What follows belongs to an exercise in optimizing a design on an open flow for small area and a short achievable clock period; a production flow would make more cautious choices.
In this exercise RTL edits were held to simulation tests only and were not proved equivalent to the original.
Power figures rest on the tool's default switching activity, not on a simulated workload.

[run.sh]
#!/bin/bash
# synth_recipe.tcl (not shown) runs the flow's synth.tcl, then flattens the netlist and writes it again
# the make line also repeats each setting of config.mk as NAME=value (left out here)
make -C /OpenROAD-flow-scripts/flow DESIGN_CONFIG=/design/flow/config.mk WORK_HOME=/design/flow/orfs CLKGATE_MAP_FILE= SYNTH_SCRIPT=/design/flow/synth_recipe.tcl finish
[config.mk]
export PLATFORM = sky130hd
export DESIGN_NAME = mips_pipe
export DESIGN_NICKNAME = mips_pipe
export VERILOG_FILES = /design/flow/design.v
export SDC_FILE = /design/flow/constraint.sdc
export NUM_CORES = 4
export LEC_CHECK = 0
export CAP_MARGIN = 20
export CORE_MARGIN = 2
export CORE_UTILIZATION = 40
export SLEW_MARGIN = 20
[constraint.sdc]
create_clock -name core_clock -period 6.5 [get_ports {clk}]
set_input_delay 1.3000 -clock core_clock [delete_from_list [all_inputs] [get_ports {clk}]]
set_output_delay 1.3000 -clock core_clock [all_outputs]
set_load 0.01 [all_outputs]
[design.v]
package mips_pkg;
  typedef union packed {
    struct packed {
      logic [5:0] op;
      logic [4:0] rs;
      logic [4:0] rt;
      logic [4:0] rd;
      logic [4:0] shamt;
      logic [5:0] funct;
    } r_fmt;
    struct packed {
      logic [5:0]  op;
      logic [4:0]  rs;
      logic [4:0]  rt;
      logic [15:0] imm;
    } i_fmt;
    struct packed {
      logic [5:0]  op;
      logic [25:0] target;
    } j_fmt;
  } mips_instr_u;
  typedef enum logic [2:0] {
    ALU_AND = 3'b000,
    ALU_OR  = 3'b001,
    ALU_ADD = 3'b010,
    ALU_SUB = 3'b110,
    ALU_SLT = 3'b111
  } alu_ctrl_e;
endpackage
`timescale 1ns/100ps
module mips_ctrl (
  input  logic [31:0] instr,
  output logic        regwrite,    
  output logic [4:0]  writereg,    
  output logic        memwrite,
  output logic        memtoreg,
  output logic        alusrc,      
  output logic        jal,
  output logic        branch,
  output logic        jump,        
  output logic        jr,
  output logic [1:0]  alusel,      
  output logic        sub          
);
  logic [5:0] op, fn;
  logic       rtype, r_add, r_sub, r_and, r_or, r_slt, r_alu;
  logic       is_lw, is_sw, is_addi, is_beq, is_j, is_jal;
  logic       wr_en;
  assign op = instr[31:26];
  assign fn = instr[5:0];
  assign rtype   = (op == 6'b000000);
  assign r_add   = rtype && (fn == 6'b100000);
  assign r_sub   = rtype && (fn == 6'b100010);
  assign r_and   = rtype && (fn == 6'b100100);
  assign r_or    = rtype && (fn == 6'b100101);
  assign r_slt   = rtype && (fn == 6'b101010);
  assign r_alu   = r_add || r_sub || r_and || r_or || r_slt;
  assign jr      = rtype && (fn == 6'b001000);
  assign is_lw   = (op == 6'b100011);
  assign is_sw   = (op == 6'b101011);
  assign is_addi = (op == 6'b001000);
  assign is_beq  = (op == 6'b000100);
  assign is_j    = (op == 6'b000010);
  assign is_jal  = (op == 6'b000011);
  assign writereg = is_jal ? 5'd31 :
                    rtype  ? instr[15:11] : instr[20:16];
  assign wr_en    = r_alu || is_lw || is_addi || is_jal;
  assign regwrite = wr_en && (writereg != 5'd0);
  assign memwrite = is_sw;
  assign memtoreg = is_lw;
  assign alusrc   = is_lw || is_sw || is_addi || is_jal;
  assign jal      = is_jal;
  assign branch   = is_beq;
  assign jump     = is_j || is_jal;
  assign alusel   = r_and ? 2'd1 : r_or ? 2'd2 : r_slt ? 2'd3 : 2'd0;
  assign sub      = r_sub || r_slt;
endmodule
`timescale 1ns/100ps
module mips_regfile (
  input  logic        clk,
  input  logic        we,
  input  logic [4:0]  ra1,
  input  logic [4:0]  ra2,
  input  logic [4:0]  wa,
  input  logic [31:0] wd,
  output logic [31:0] rd1,
  output logic [31:0] rd2
);
  logic [31:0] rf [32];
  assign rf[0] = 32'd0;
  for (genvar i = 1; i < 32; i++) begin : g_reg
    always_ff @(posedge clk) begin
      if (we && wa == i)
        rf[i] <= wd;
    end
  end
  assign rd1 = rf[ra1];
  assign rd2 = rf[ra2];
endmodule
`timescale 1ns/100ps
module mips_alu (
  input  logic [31:0] a,
  input  logic [31:0] b,
  input  logic [1:0]  sel,    
  input  logic        sub,
  output logic [31:0] y
);
  logic [31:0] bx, sum;
  logic        lt;
  assign bx  = b ^ {32{sub}};
  assign sum = a + bx + {31'd0, sub};
  assign lt  = (a[31] == bx[31]) ? a[31] : sum[31];
  always_comb begin
    case (sel)
      2'd1:    y = a & b;
      2'd2:    y = a | b;
      2'd3:    y = {31'd0, lt};
      default: y = sum;
    endcase
  end
endmodule
`timescale 1ns/100ps
module mips_datapath (
  input  logic        clk,
  input  logic        rst_n,
  output logic [31:0] pc_f,
  input  logic [31:0] instr_f,
  output logic        memwrite_m,
  output logic [31:0] aluout_m,
  output logic [31:0] writedata_m,
  input  logic [31:0] readdata_m
);
  logic        regwrite_f, memwrite_f, memtoreg_f, alusrc_f, jal_f;
  logic        branch_f, jump_f, jr_f, sub_f;
  logic [1:0]  alusel_f;
  logic [4:0]  writereg_f;
  logic        regwrite_d, memwrite_d, memtoreg_d, alusrc_d, jal_d;
  logic        branch_d, jump_d, jr_d, sub_d;
  logic [1:0]  alusel_d;
  logic [4:0]  writereg_d;
  logic [25:0] field_d;             
  logic [31:0] rd1_d, rd2_d, pcplus4_f, pcbranch_d, pcjump_d, pcother_d, pcnext_f;
  logic        taken_d;
  logic        regwrite_e, memwrite_e, memtoreg_e, alusrc_e, sub_e;
  logic [1:0]  alusel_e;
  logic [4:0]  writereg_e;
  logic [31:0] a_e, rd2_e, srcb_e, aluout_e;
  logic [15:0] imm_e;
  logic        regwrite_m, memtoreg_m;
  logic [4:0]  writereg_m;
  logic [31:0] result_m;
  mips_ctrl u_ctrl (
    .instr    (instr_f),
    .regwrite (regwrite_f),
    .writereg (writereg_f),
    .memwrite (memwrite_f),
    .memtoreg (memtoreg_f),
    .alusrc   (alusrc_f),
    .jal      (jal_f),
    .branch   (branch_f),
    .jump     (jump_f),
    .jr       (jr_f),
    .alusel   (alusel_f),
    .sub      (sub_f)
  );
  mips_regfile u_rf (
    .clk (clk),
    .we  (regwrite_m),
    .ra1 (field_d[25:21]),
    .ra2 (field_d[20:16]),
    .wa  (writereg_m),
    .wd  (result_m),
    .rd1 (rd1_d),
    .rd2 (rd2_d)
  );
  assign pcplus4_f  = pc_f + 32'd4;
  assign pcbranch_d = pc_f + {{14{field_d[15]}}, field_d[15:0], 2'b00};
  assign pcjump_d   = {pc_f[31:28], field_d, 2'b00};
  assign pcother_d  = jr_d ? rd1_d : jump_d ? pcjump_d : pcplus4_f;
  assign taken_d    = branch_d && (rd1_d == rd2_d);
  assign pcnext_f   = taken_d ? pcbranch_d : pcother_d;
  assign srcb_e = alusrc_e ? {{16{imm_e[15]}}, imm_e} : rd2_e;
  mips_alu u_alu (
    .a   (a_e),
    .b   (srcb_e),
    .sel (alusel_e),
    .sub (sub_e),
    .y   (aluout_e)
  );
  assign result_m = memtoreg_m ? readdata_m : aluout_m;
  always_ff @(posedge clk or negedge rst_n) begin
    if (!rst_n) begin
      pc_f       <= 32'h0000_0000;
      regwrite_d <= 1'b0;
      memwrite_d <= 1'b0;
      branch_d   <= 1'b0;
      jump_d     <= 1'b0;
      jr_d       <= 1'b0;
      regwrite_e <= 1'b0;
      memwrite_e <= 1'b0;
      regwrite_m <= 1'b0;
      memwrite_m <= 1'b0;
    end else begin
      pc_f       <= pcnext_f;
      regwrite_d <= regwrite_f;
      memwrite_d <= memwrite_f;
      branch_d   <= branch_f;
      jump_d     <= jump_f;
      jr_d       <= jr_f;
      regwrite_e <= regwrite_d;
      memwrite_e <= memwrite_d;
      regwrite_m <= regwrite_e;
      memwrite_m <= memwrite_e;
    end
  end
  always_ff @(posedge clk) begin
    memtoreg_d  <= memtoreg_f;
    alusrc_d    <= alusrc_f;
    jal_d       <= jal_f;
    alusel_d    <= alusel_f;
    sub_d       <= sub_f;
    writereg_d  <= writereg_f;
    field_d     <= instr_f[25:0];
    a_e         <= jal_d ? pcplus4_f : rd1_d;
    rd2_e       <= rd2_d;
    imm_e       <= jal_d ? 16'd0 : field_d[15:0];
    memtoreg_e  <= memtoreg_d;
    alusrc_e    <= alusrc_d;
    alusel_e    <= alusel_d;
    sub_e       <= sub_d;
    writereg_e  <= writereg_d;
    aluout_m    <= aluout_e;
    writedata_m <= rd2_e;
    memtoreg_m  <= memtoreg_e;
    writereg_m  <= writereg_e;
  end
endmodule
`timescale 1ns/100ps
module mips_pipe (
  input  logic        clk,
  input  logic        rst_n,
  output logic [31:0] pc_f,
  input  logic [31:0] instr_f,
  output logic        memwrite_m,
  output logic [31:0] aluout_m,
  output logic [31:0] writedata_m,
  input  logic [31:0] readdata_m
);
  mips_datapath u_dp (
    .clk         (clk),
    .rst_n       (rst_n),
    .pc_f        (pc_f),
    .instr_f     (instr_f),
    .memwrite_m  (memwrite_m),
    .aluout_m    (aluout_m),
    .writedata_m (writedata_m),
    .readdata_m  (readdata_m)
  );
endmodule
==> impl_metrics.ini <==
[route]
drc = 0
drtPass1Iterations = 10
via_per_inst = 7.61
ant_nets = 0
initialDrtViolationCount = 12003
avgRoutedWirePerCell_um = 46.7
vias = 49346
totalWireLength_mm = 303

[clock_network]
clkSlewWorstSetupHoldPaths_ps = 60
htree_levels = 4
cts_max_path_buffers = 3
clk_latency_ps = 840
cts_made_buffers = 134
cts_tree = yes
hold_buffers = 0
post-cts-setup-buffers = 0
clock-sinks = 1230
post_cts_resize_count = 0
root_buffer = clkbuf_16

[logic_synthesis]
yosysMostFrequentCell = edfxtp_1
synthArstFlopShare_pct = 3.33
synth_seq_area_share_pct = 63.3
synth_area_leaders = edfxtp_1 54%, a22oi_1 8.9%, dfxtp_1 7.2%, and3_1 3.6%, dfrtp_1 1.9%
synth_common_cells = 992 x edfxtp_1, 651 x a22oi_1, 315 x and3_1
synth-edff-count = 992
synth_cells = 4298
synth_nets = 4426
synthesis.area_um2 = 54900
yosysTopAreaCellShare_pct = 54.3
synth_area_leader_cell = edfxtp_1
avgSynthCellArea_um2 = 12.8
ys_types = 91
yosys_warnings = 4
yosys_register_bits = 1230
ys.flop_type = edfxtp_1

[worst_hold_path]
hp-start = u_dp.sub_d
min_path_type = flop to flop

[placed_design]
portBuffers = 162
routabilityCongestion = 1.06
hpwl_mm = 193
dp_worst_setup_slack_ps = 990

[timing]
tns_ps = 0
clock.fmax_ghz = 0.165
whs_ps = 324
setup_violations = 0
skew_ps = 47.0
fin_ws_ps = 425
finalHoldViolCount = 0
timing.final.crit_share_pct = 93.5
period_needed_ps = 6070
report.final.slew_viol_count = 0
tightest_slew_ps = 1320
slew_headroom_pct = 12.0
rsz0062_at_grt = false

[power]
peakVddDrop_mv = 0.275
p_leak_nw = 22.9
finalPower_w = 0.0222
p_per_area_nw_per_um2 = 342

[global_route]
grt_usage_pct = 42.0
grt_max_degree = 62
antenna_found_initial = 35
overflow = 0
grt_pass1_wl_mm = 398
grt_pass1_vias = 44976

[floorplan]
die_area_um2 = 140000
row_count = 135
initial_utilization_pct = 40.4
coreArea_um2 = 136000
num_io_pins = 163
die_x_um = 374
die_h_um = 374

[critical_path]
worstPathArrival_ps = 6780
end_kind = flop
worstPathRequired_ps = 7210
rr_startpoint = u_dp.field_d[17]
startpoint_type = flop
path_max_fanout = 61
critical_path.startpoint = u_dp.field_d[17]
path_class = flop to flop

[run_status]
outcome = complete, no violations

[cells_and_area]
num-fill-cells = 12016
area_delta_synth_final_pct = 18.2
drive_above_1_share_pct = 14.3
nets = 4690

[job]
drv_cap = 0
[worst paths after layout]
check | to | slack, ps | depth (start not counted)
worst max register to register | u_dp.pc_f[26] | 430 | 12
worst min-delay path | u_dp.sub_e | 320 | 0
worst min register to register | u_dp.sub_e | 320 | 0
worst max-delay path | u_dp.pc_f[26] | 430 | 12
min in group asynchronous | u_dp.pc_f[7] | 500 | 1
max in group asynchronous | u_dp.jump_d | 5550 | 1
[final cells by class]
cell class              count  area (µm²)  share of cell area (%)
well taps                1781        2230                    3.43
clock buffers             169        3570                    5.50
diodes                     34        85.1                   0.131
multi-input cells        2758       19600                    30.2
repair buffers            411        3610                    5.56
inverters                  27         101                   0.156
clock inverters            77         931                    1.43
flip-flops and latches   1230       34800                    53.6
[state kept, by name (all words and copies together), names as in the netlist, 2 cells and up]
register	count
u_dp.writereg_e	5
u_dp.writedata_m	32
u_dp.writereg_d	5
u_dp.rd2_e	32
u_dp.alusel_e	2
u_dp.a_e	32
u_dp.alusel_d	2
u_dp.aluout_m	32
u_dp.imm_e	16
u_dp.u_rf.rf	992
u_dp.writereg_m	5
u_dp.pc_f	32
u_dp.field_d	26
[placed cells by master (no fill, tap or decap), drive strengths merged, types with 41 or more instances in the layout]
master	netlist	routed
edfxtp	992	992
a2111oi	98	98
nand3	171	171
xor2	52	52
dfrtp	41	41
ha	60	60
o21ai	107	107
clkdlybuf4s50	0	161
nor2	225	225
clkbuf	197	169
xnor2	98	98
a21oi	106	106
nand2	184	184
mux2	70	70
nand4	120	120
buf	86	250
and3	316	316
or4	53	53
a22oi	651	651
mux2i	47	47
clkinv	2	52
dfxtp	197	197
[cells by family after synthesis]
family,share of synthesized area [%]
mux,2.29
buf+inv,2.36
xor+xnor,2.39
flops,63.3
fa+ha+maj,1.46
simple gates,12.4
compound gates,15.8
[where the power goes]
| group | total, W | switching [W] | internal (W) | leakage (nW) |
|---|---|---|---|---|
| clock network | 0.00789 | 0.00345 | 0.00444 | 2.17 |
| logic | 0.00423 | 0.00295 | 0.00127 | 9.65 |
| registers | 0.0101 | 0.000361 | 0.00975 | 11.1 |
[critical path, cell delays in order, from the launching register on]
cell and delay [ps]:
dfxtp_1 930, nand3b_1 590, nor2_4 1160, buf_4 390, a22oi_1 110, nand4_1 110, or4_1 500, xor2_1 140
nor4_1 570, nand3_1 270, nor4_4 420, buf_12 300, mux2_2 370
[per-layer routing]
metal	vias up	track usage [%]	share of wire, %
met2	5901	58.1	40
met3	1849	20.6	17
met5	-	0.446	0.12
met1	23698	49.9	33
li1	17872	-	-
met4	26	31.4	9.9
[metrics by stage]
step                      utilization [%]  std cells  area [µm²]
after floorplan                         -       4298       54900
after global placement               44.4       6204       60200
after detailed placement             44.4       6206       60300
after CTS                            47.7       6452       64800
after global routing                 47.7       6457       64800
final                                47.8       6487       64900

[static timing again, ports no longer ideal]
In the flow no input, the clock included, has a driving cell. The finished layout below was timed again as built, in two steps. Step 1 sets driving cells, clkbuf_16 on the clock port and buf_2 on the other inputs (assumed; they add their load-dependent delay and slew). Step 2 adds t to the input delays and takes it off the output delays; t is the mean of the earliest and latest rising clock arrival at the registers after step 1. Input paths then give back, and output paths get back, about the clock's delay inside the block. Three values: ideal ports, drivers, drivers and shift; two values: the first two.
t (ns): 0.895
slack for setup (ns): 0.425 / 0.425 / 0.425
worst slew at a driven data input, ns: 0.07
After both steps setup and hold are still met in this run. For this run, drivers alone change the setup slack by 0.000 ns; drivers and shift together by 0.000 ns.
